What follows belongs to an exercise in optimizing a design on an open flow for small area; a production flow would make more cautious choices. The RTL was checked by simulation tests, not by an equivalence proof against the original design. Power figures rest on the tool's default switching activity, not on a simulated workload.

==> flow/design.v <==
package mic_rx_pkg;
   localparam int N_LINES  = 32;
   localparam int N_CHAN   = 64;
   localparam int SAMPLE_W = 16;
   localparam int CHAN_W   = 6;
   localparam int DEF_CLK_DIV      = 16;
   localparam int DEF_SLOT_BITS    = 32;
   localparam int DEF_SAMPLE_BITS  = 16;
   localparam int DEF_SAMPLE_PHASE = 5;
   typedef logic [CHAN_W-1:0]   chan_t;
   typedef logic [SAMPLE_W-1:0] sample_t;
   function automatic sample_t pattern_word(input logic [9:0] fc, input chan_t ch);
      pattern_word = {fc, ch};
   endfunction
endpackage
module mic_aoi222 (
   input  logic a0, a1, b0, b1, c0, c1,
   output logic y
);
   assign y = ~((a0 & a1) | (b0 & b1) | (c0 & c1));
endmodule
module mic_nand2 (
   input  logic a, b,
   output logic y
);
   assign y = ~(a & b);
endmodule
module mic_rdmux #(
   parameter int N = 64,
   parameter int W = 16
) (
   input  logic [N-1:0]        oh,
   input  logic [N-1:0][W-1:0] d,
   output logic [W-1:0]        q
);
   localparam int G = N / 3;          
   localparam int R = N - 3 * G;      
   logic [W-1:0][G+R-1:0] y_s;        
   for (genvar i = 0; i < W; i++) begin : g_bit
      for (genvar g = 0; g < G; g++) begin : g_grp
         mic_aoi222 u_aoi (
            .a0(oh[3 * g]),     .a1(d[3 * g][i]),
            .b0(oh[3 * g + 1]), .b1(d[3 * g + 1][i]),
            .c0(oh[3 * g + 2]), .c1(d[3 * g + 2][i]),
            .y(y_s[i][g])
         );
      end
      for (genvar r = 0; r < R; r++) begin : g_rem
         mic_nand2 u_nand (.a(oh[3 * G + r]), .b(d[3 * G + r][i]), .y(y_s[i][G + r]));
      end
   end
   always_comb begin
      for (int i = 0; i < W; i++) q[i] = ~&y_s[i];
   end
endmodule
module mic_i2s_rx (
   input  logic                clk,
   input  logic                reset_n,
   input  logic                enable,
   input  logic                clr_overrun,
   output logic                mic_clk,
   output logic                mic_ws,
   input  logic [mic_rx_pkg::N_LINES-1:0]  mic_data,
   output logic                out_valid,
   input  logic                out_ready,
   output logic [mic_rx_pkg::SAMPLE_W-1:0] out_data,
   output logic [mic_rx_pkg::CHAN_W-1:0]   out_chan,
   output logic                out_last,
   output logic [15:0]         frame_cnt,
   output logic                overrun
);
   localparam int NL     = mic_rx_pkg::N_LINES;
   localparam int NC     = mic_rx_pkg::N_CHAN;
   localparam int W      = mic_rx_pkg::SAMPLE_W;
   localparam int RL     = W + 1;       
   localparam int LO_CH  = 14;          
   localparam int LO_DLY = 14;          
   logic [9:0] pos_q;
   logic       phase_hit_s, sample_stb, frame_done;
   always_ff @(posedge clk or negedge reset_n) begin
      if (!reset_n)
         pos_q <= 10'd0;
      else if (enable)
         pos_q <= pos_q + 10'd1;
      else
         pos_q <= 10'd0;
   end
   assign phase_hit_s = enable && (pos_q[3:0] == 4'd5);
   assign sample_stb  = phase_hit_s && (pos_q[8:4] != 5'd0) && (pos_q[8:4] <= 5'd16);
   assign frame_done  = phase_hit_s && (pos_q[8:4] == 5'd17) && pos_q[9];
   assign mic_clk     = pos_q[3];
   assign mic_ws      = pos_q[9];
   logic [NL-1:0][RL-1:0] ring_o_q;    
   logic [NL-1:0][RL-1:0] ring_e_q;    
   logic ins_o, ins_e;
   assign ins_o = sample_stb && !pos_q[9];
   assign ins_e = sample_stb &&  pos_q[9];
   always_ff @(posedge clk) begin
      for (int j = 0; j < NL; j++) begin
         ring_o_q[j] <= {ring_o_q[j][RL-2:0], ins_o ? mic_data[j] : ring_o_q[j][RL-1]};
         ring_e_q[j] <= {ring_e_q[j][RL-2:0], ins_e ? mic_data[j] : ring_e_q[j][RL-1]};
      end
   end
   function automatic int tap_pos(input int c, input int dly);
      tap_pos = (c % 2) ? (RL - dly) % RL : W - 1 - dly;
   endfunction
   function automatic int ins_pos(input int dly);
      ins_pos = (W - dly) % W;
   endfunction
   logic [NC-1:0][W-1:0] obuf_q;
   logic                 ld, cp_q, start_q, busy, out_valid_q, overrun_q;
   logic [3:0]           ph_q;
   logic [5:0]           chan_q;
   logic [15:0]          frame_cnt_q;
   assign busy = start_q || out_valid_q;
   assign ld   = frame_done && !busy;
   logic cp_lo, cp_hi;
   assign cp_lo = (pos_q >= 10'(789 - LO_DLY)) && (pos_q <= 10'd790) &&
                  !(out_valid_q && chan_q < 6'(LO_CH));
   assign cp_hi = ld || cp_q;
   for (genvar c = 0; c < NC; c++) begin : g_word
      localparam int DLY = (c < LO_CH) ? LO_DLY : 0;
      localparam int P   = ins_pos(DLY);
      logic cp_s, tap_s;
      assign cp_s  = (c < LO_CH) ? cp_lo : cp_hi;
      assign tap_s = (c % 2) ? ring_o_q[c / 2][tap_pos(c, DLY)]
                             : ring_e_q[c / 2][tap_pos(c, DLY)];
      always_ff @(posedge clk) begin
         for (int p = 0; p < W; p++)
            obuf_q[c][p] <= (p == P && cp_s) ? tap_s : obuf_q[c][(p + W - 1) % W];
      end
   end
   always_ff @(posedge clk) begin
      ph_q <= ld ? 4'd0 : ph_q + 4'd1;
      cp_q <= ld || (cp_q && ph_q != 4'd14);
   end
   always_ff @(posedge clk or negedge reset_n) begin
      if (!reset_n) begin
         start_q     <= 1'b0;
         out_valid_q <= 1'b0;
         chan_q      <= 6'd0;
         frame_cnt_q <= 16'd0;
         overrun_q   <= 1'b0;
      end else begin
         start_q <= ld;
         if (start_q)
            out_valid_q <= 1'b1;
         else if (out_valid_q && out_ready && chan_q == 6'd63)
            out_valid_q <= 1'b0;
         if (out_valid_q && out_ready) begin
            chan_q <= chan_q + 6'd1;
            if (chan_q == 6'd63)
               frame_cnt_q <= frame_cnt_q + 16'd1;
         end
         if (frame_done && busy)
            overrun_q <= 1'b1;
         else if (clr_overrun)
            overrun_q <= 1'b0;
      end
   end
   logic [W-1:0]  sel_s;
   logic [NC-1:0] chan_oh;
   always_comb begin
      for (int c = 0; c < NC; c++) chan_oh[c] = (chan_q == 6'(c));
   end
   mic_rdmux #(.N(NC), .W(W)) u_rdmux (.oh(chan_oh), .d(obuf_q), .q(sel_s));
   always_comb begin
      for (int i = 0; i < W; i++)
         out_data[i] = sel_s[(ph_q - i) & (W - 1)];
   end
   assign out_valid = out_valid_q;
   assign out_chan  = chan_q;
   assign out_last  = &chan_q;
   assign frame_cnt = frame_cnt_q;
   assign overrun   = overrun_q;
endmodule
Settings: LEC_CHECK=0, CAP_MARGIN=20, CORE_MARGIN=2, CORE_UTILIZATION=60, PLACE_DENSITY=0.8, SLEW_MARGIN=20, SYNTH_HIERARCHICAL=1; clock period 10.0 ns.
standard.sh (not shown) runs the stock make flow with config.mk's settings and CLKGATE_MAP_FILE= SYNTH_SCRIPT=/design/flow/synth_recipe.tcl, a recipe that flattens the netlist after the stock synthesis.
==> flow/flow/run.sh <==
#!/bin/bash
# Layout flow: the standard flow (standard.sh: ORFS synthesis to finish)
# with two changes to how the layout is made:
#  * port buffers are the smallest buffer cell (buf_1) instead of the one
#    buffer_ports picks by default;
#  * clock tree synthesis adds no dummy loads.
# Each tool's full output is in the logs under orfs/logs/; make's own output
# goes to flow_make.log in the work folder.
set -euo pipefail
cd "$(dirname "$0")/.."
export BUFFER_PORTS_ARGS="-buffer_cell sky130_fd_sc_hd__buf_1"
export CTS_ARGS="-sink_clustering_enable -repair_clock_nets -sink_clustering_size 20 -sink_clustering_max_diameter 60 -buf_list {sky130_fd_sc_hd__clkbuf_4 sky130_fd_sc_hd__clkbuf_8 sky130_fd_sc_hd__clkbuf_16} -dont_use_dummy_load"
bash standard.sh finish > flow_make.log 2>&1
Rerun with:
--- a/flow/flow/run.sh
+++ b/flow/flow/run.sh
@@ -12 +12 @@
-export CTS_ARGS="-sink_clustering_enable -repair_clock_nets -sink_clustering_size 20 -sink_clustering_max_diameter 60 -buf_list {sky130_fd_sc_hd__clkbuf_4 sky130_fd_sc_hd__clkbuf_8 sky130_fd_sc_hd__clkbuf_16} -dont_use_dummy_load"
+export CTS_ARGS="-sink_clustering_enable -repair_clock_nets -sink_clustering_size 18 -sink_clustering_max_diameter 60 -buf_list sky130_fd_sc_hd__clkbuf_8 -dont_use_dummy_load"
What happened: The changed run produced a clean layout. Fmax is lower by 1.8%. Global-route usage decreases by 0.65 points. Clock power decreases by 21%. Design area is lower by 2.1%. Worst setup slack degrades by 0.14 ns. Total power is lower by 7.5%. Core utilization drops by 1.4 points.

---

raven:
mic_i2s_rx, a different RTL version from the one above (not shown whole).
Size: roughly 3400 cells after synthesis, roughly 2200 flip-flops, ~53000 sq um of cells after synthesis.
==> flow/config.mk <==
export PLATFORM = sky130hd
export DESIGN_NAME = mic_i2s_rx
export DESIGN_NICKNAME = mic_i2s_rx
export VERILOG_FILES = /design/flow/design.v
export SDC_FILE = /design/flow/constraint.sdc
export NUM_CORES = 4
export LEC_CHECK = 0
export CAP_MARGIN = 20
export CORE_MARGIN = 2
export CORE_UTILIZATION = 60
export CTS_BUF_LIST = sky130_fd_sc_hd__clkbuf_8
export CTS_CLUSTER_DIAMETER = 60
export CTS_CLUSTER_SIZE = 20
export PLACE_DENSITY = 0.8
export SLEW_MARGIN = 20
export SYNTH_HIERARCHICAL = 1
==> flow/constraint.sdc <==
create_clock -name core_clock -period 10.0 [get_ports {clk}]
set_input_delay 2.0000 -clock core_clock [delete_from_list [all_inputs] [get_ports {clk}]]
set_output_delay 2.0000 -clock core_clock [all_outputs]
set_load 0.01 [all_outputs]
run.sh (not shown) runs the stock make flow with config.mk's settings and CLKGATE_MAP_FILE= SYNTH_SCRIPT=/design/flow/synth_recipe.tcl, a recipe that flattens the netlist after the stock synthesis.
Stock flow here: none of the scripts above is used.
For tundra, these inputs were changed with respect to raven:
Settings: changing PLACE_DENSITY from 0.8 to 0.6; changing CORE_UTILIZATION from 60 to 40.
Compared with raven, in tundra routed wire length per instance moved down, number of well-tap cells placed saw an increase, overall power of the completed layout went up by 2.8%, number of cells on the critical path went down by 1. Against raven, post-route worst hold slack in tundra came out better. The run showing the greater wire length reported by the detailed router is tundra. raven has lower combinational power than tundra. Re die width: tundra is 22% up on raven. Lower die area among tundra and raven: raven. Compared with raven, tundra instantiates a larger number of cells.

---

Another version of the RTL of mic_i2s_rx (not shown whole).
Size: ~3200 cells after synthesis, ~80 I/O pins.
Settings: LEC_CHECK=0, CAP_MARGIN=20, CORE_MARGIN=2, CORE_UTILIZATION=70, CTS_BUF_LIST=sky130_fd_sc_hd__clkbuf_8, CTS_CLUSTER_DIAMETER=50, CTS_CLUSTER_SIZE=20, PLACE_DENSITY=0.9, SLEW_MARGIN=20, SYNTH_HIERARCHICAL=1; clock period 10.0 ns.
Next try:
CORE_UTILIZATION = 60   (was 70)
CTS_CLUSTER_DIAMETER = 60   (was 50)
CTS_CLUSTER_SIZE = 18   (was 20)
PLACE_DENSITY = 0.8   (was 0.9)
Via count is lower by 1.8%.
Critical path depth does not change.
Non-clock buffer count is lower by 13.
Routed wire length is lower by 9.4%.
Die area is higher by 16%.
Worst hold slack got worse by 0.012 ns.
Total power is lower by 2.1%.
Final cell count is higher by 3.1%.
Area after synthesis does not change.
Setup slack improved by 0.17 ns.
Maximum frequency is higher by 2.2%.
Next try:
==> flow/flow/run.sh (new file) <==
#!/bin/bash
# Layout flow: the standard flow (standard.sh: ORFS synthesis to finish)
# with two changes to how the layout is made:
#  * port buffers are the smallest buffer cell (buf_1) instead of the one
#    buffer_ports picks by default;
#  * clock tree synthesis adds no dummy loads.
# Each tool's full output is in the logs under orfs/logs/; make's own output
# goes to flow_make.log in the work folder.
set -euo pipefail
cd "$(dirname "$0")/.."
export BUFFER_PORTS_ARGS="-buffer_cell sky130_fd_sc_hd__buf_1"
export CTS_ARGS="-sink_clustering_enable -repair_clock_nets -sink_clustering_size 18 -sink_clustering_max_diameter 60 -buf_list sky130_fd_sc_hd__clkbuf_8 -dont_use_dummy_load"
bash standard.sh finish > flow_make.log 2>&1
==> flow/standard.sh (new file) <==
#!/bin/bash
# synth_recipe.tcl (not shown) runs the flow's synth.tcl, then flattens the netlist and writes it again
# the make line also repeats each setting of config.mk as NAME=value (left out here)
make -C /OpenROAD-flow-scripts/flow DESIGN_CONFIG=/design/flow/config.mk WORK_HOME=/design/flow/orfs CLKGATE_MAP_FILE= SYNTH_SCRIPT=/design/flow/synth_recipe.tcl "${@:-finish}"
CTS_BUF_LIST = default   (was sky130_fd_sc_hd__clkbuf_8)
CTS_CLUSTER_DIAMETER = default   (was 60)
CTS_CLUSTER_SIZE = default   (was 18)
removed: flow/run.sh
=> Utilization came out lower by 0.89 points; total power came out lower by about 1.6%; clock power came out lower by about 5%; sequential share of layout area came out higher by 1.1 points; fmax came out higher by about 3.5%; die area does not change; wire length came out higher by 0.70%; first-iteration DRC count came out lower by about 2.6%; hold slack is worse by 0.061 ns.

---

== job 873 ==
mic_i2s_rx, a different RTL version from the one above (not shown whole).
Size in the first run: roughly 3100 cells after synthesis, ~2200 flip-flops, ~80 I/O pins.
Settings: LEC_CHECK=0, CAP_MARGIN=20, CORE_MARGIN=2, CORE_UTILIZATION=40, CTS_BUF_LIST=sky130_fd_sc_hd__clkbuf_8, CTS_CLUSTER_DIAMETER=60, CTS_CLUSTER_SIZE=20, PLACE_DENSITY=0.6, SLEW_MARGIN=20; clock period 10.0 ns.
Stock flow here: none of the scripts above is used.
### job 873 -> job 7518
Settings: swapping sky130_fd_sc_hd__clkbuf_8 for sky130_fd_sc_hd__clkbuf_16 in CTS_BUF_LIST; swapping 20 for 30 in CTS_CLUSTER_SIZE; swapping 60 for 80 in CTS_CLUSTER_DIAMETER.
- Job 7518 has completed all stages; timing, DRC and antenna checks passed.
- Job 7518 against job 873: total combinational power saw little to no change, first-iteration DRC count saw an increase, worst-case setup margin in the final layout saw an increase, critical path depth saw little to no change, area of the core region saw little to no change.
- Relative to job 873, the power share of the clock group of job 7518 is higher by 1.0 points.
- From job 873 to job 7518, flip-flop and latch count did not move at all.
- Power deteriorates in job 7518 relative to job 873.
- Job 7518 against job 873: diode insertion count for antenna repair saw a decrease; finished layout cell area saw little to no change; fmax saw an increase.

---

Another version of the RTL of mic_i2s_rx (not shown whole).
For scale: roughly 3,100 cells after synthesis, ~80 I/O pins.
==> flow/design.v (excerpt) <==
module mic_i2s_rx (
   input  logic                clk,
   input  logic                reset_n,
   input  logic                enable,
   input  logic                clr_overrun,
   output logic                mic_clk,
   output logic                mic_ws,
   input  logic [mic_rx_pkg::N_LINES-1:0]  mic_data,
   output logic                out_valid,
   input  logic                out_ready,
   output logic [mic_rx_pkg::SAMPLE_W-1:0] out_data,
   output logic [mic_rx_pkg::CHAN_W-1:0]   out_chan,
   output logic                out_last,
   output logic [15:0]         frame_cnt,
   output logic                overrun
);
Settings: LEC_CHECK=0, CAP_MARGIN=20, CORE_MARGIN=2, CORE_UTILIZATION=60, PLACE_DENSITY=0.8, SLEW_MARGIN=20, SYNTH_HIERARCHICAL=1; clock period 10.0 ns.
standard.sh (not shown) runs the stock make flow with config.mk's settings and CLKGATE_MAP_FILE= SYNTH_SCRIPT=/design/flow/synth_recipe.tcl, a recipe that flattens the netlist after the stock synthesis.
==> flow/flow/run.sh <==
#!/bin/bash
# Layout flow: the standard flow (standard.sh: ORFS synthesis to finish)
# with two changes to how the layout is made:
#  * port buffers are the smallest buffer cell (buf_1) instead of the one
#    buffer_ports picks by default;
#  * clock tree synthesis adds no dummy loads.
# Each tool's full output is in the logs under orfs/logs/; make's own output
# goes to flow_make.log in the work folder.
set -euo pipefail
cd "$(dirname "$0")/.."
export BUFFER_PORTS_ARGS="-buffer_cell sky130_fd_sc_hd__buf_1"
export CTS_ARGS="-sink_clustering_enable -repair_clock_nets -sink_clustering_size 22 -sink_clustering_max_diameter 40 -buf_list sky130_fd_sc_hd__clkbuf_8 -dont_use_dummy_load"
bash standard.sh finish > flow_make.log 2>&1
==> next run, changes <==
--- a/flow/flow/run.sh
+++ b/flow/flow/run.sh
@@ -10,4 +10,4 @@
 cd "$(dirname "$0")/.."
 export BUFFER_PORTS_ARGS="-buffer_cell sky130_fd_sc_hd__buf_1"
-export CTS_ARGS="-sink_clustering_enable -repair_clock_nets -sink_clustering_size 22 -sink_clustering_max_diameter 40 -buf_list sky130_fd_sc_hd__clkbuf_8 -dont_use_dummy_load"
+export CTS_ARGS="-sink_clustering_enable -repair_clock_nets -sink_clustering_size 20 -sink_clustering_max_diameter 40 -buf_list sky130_fd_sc_hd__clkbuf_8 -dont_use_dummy_load"
 bash standard.sh finish > flow_make.log 2>&1
Outcome: The new run ran to the end with no violations. Via count stays flat. Clock skew climbs by 17 ps. Die area is unchanged. Register-to-register slack got worse by 30 ps. Clock-buffer cell count grows by 6. Cell area barely changes. Maximum frequency goes up by 1.2%. Cell count hardly moves.
==> next run, changes <==
--- a/flow/flow/run.sh
+++ b/flow/flow/run.sh
@@ -10,4 +10,4 @@
 cd "$(dirname "$0")/.."
 export BUFFER_PORTS_ARGS="-buffer_cell sky130_fd_sc_hd__buf_1"
-export CTS_ARGS="-sink_clustering_enable -repair_clock_nets -sink_clustering_size 20 -sink_clustering_max_diameter 40 -buf_list sky130_fd_sc_hd__clkbuf_8 -dont_use_dummy_load"
+export CTS_ARGS="-sink_clustering_enable -repair_clock_nets -sink_clustering_size 18 -sink_clustering_max_diameter 60 -buf_list sky130_fd_sc_hd__clkbuf_8 -dont_use_dummy_load"
 bash standard.sh finish > flow_make.log 2>&1
What happened: The changed run completed with no timing, DRC or antenna violations. Power decreases by 1.5%. Sequential share of layout area rose by 0.36 points. Count of clock-buffer cells in the layout falls by 18. Design area drops by 0.46%. Die area stays the same. Routed wire length barely changes.
==> next run, changes <==
--- a/flow/flow/run.sh
+++ b/flow/flow/run.sh
@@ -10,4 +10,4 @@
 cd "$(dirname "$0")/.."
 export BUFFER_PORTS_ARGS="-buffer_cell sky130_fd_sc_hd__buf_1"
-export CTS_ARGS="-sink_clustering_enable -repair_clock_nets -sink_clustering_size 18 -sink_clustering_max_diameter 60 -buf_list sky130_fd_sc_hd__clkbuf_8 -dont_use_dummy_load"
+export CTS_ARGS="-sink_clustering_enable -repair_clock_nets -sink_clustering_size 20 -sink_clustering_max_diameter 50 -buf_list sky130_fd_sc_hd__clkbuf_8 -dont_use_dummy_load"
 bash standard.sh finish > flow_make.log 2>&1
=>
- design area is about the same
- global-route usage barely changes
- sequential power hardly moves
- maximum frequency came out lower by 0.84%
- first-iteration DRC count came out lower by 3.4%

## re-timing with driven ports
No port has a modelled driver above. Below, the same layouts with a new extraction and two added sets of constraints. Step 1 sets driving cells, clkbuf_16 on the clock port and buf_2 on the other inputs (assumed; they add their load-dependent delay and slew). Step 2 times the ports against the registers' clock, not the clock port: input delays grow and output delays shrink by t, the midpoint of the rising clock arrivals with the driver on. a / b / c = ideal ports / drivers / drivers and shift; a / b = the first two.
| run | t (ns) | setup slack, ns | hold slack, ns | worst data-port slew with drivers (ns) |
|---|---|---|---|---|
| the first run of note 1 | 0.744 | 2.408 / 2.339 / 3.083 | 0.257 / 0.257 / 0.257 | 0.08 |
| the second run of note 1 | 0.861 | 2.266 / 2.203 / 3.064 | 0.268 / 0.268 / 0.268 | 0.09 |
| raven | 0.851 | 2.609 / 2.544 / 3.395 | 0.280 / 0.280 / 0.280 | 0.07 |
| tundra | 0.891 | 2.333 / 2.267 / 3.158 | 0.307 / 0.307 / 0.307 | 0.08 |
| the first run of note 3 | 0.882 | 2.104 / 2.038 / 2.920 | 0.317 / 0.317 / 0.317 | 0.08 |
| the second run of note 3 | 0.883 | 2.275 / 2.208 / 3.091 | 0.305 / 0.305 / 0.305 | 0.13 |
| the third run of note 3 | 0.862 | 2.533 / 2.466 / 3.328 | 0.244 / 0.244 / 0.244 | 0.15 |
| job 873 | 0.926 | 1.975 / 1.911 / 2.837 | 0.310 / 0.310 / 0.310 | 0.09 |
| job 7518 | 0.784 | 2.124 / 2.050 / 2.834 | 0.309 / 0.309 / 0.309 | 0.08 |
| the first run of note 5 | 0.862 | 2.009 / 1.944 / 2.806 | 0.256 / 0.256 / 0.256 | 0.11 |
| the second run of note 5 | 0.873 | 2.103 / 2.038 / 2.911 | 0.228 / 0.228 / 0.228 | 0.10 |
| the third run of note 5 | 0.856 | 2.146 / 2.078 / 2.934 | 0.282 / 0.282 / 0.282 | 0.11 |
| the fourth run of note 5 | 0.852 | 2.079 / 2.013 / 2.865 | 0.245 / 0.245 / 0.245 | 0.11 |
After both steps setup and hold are still met in every run listed.
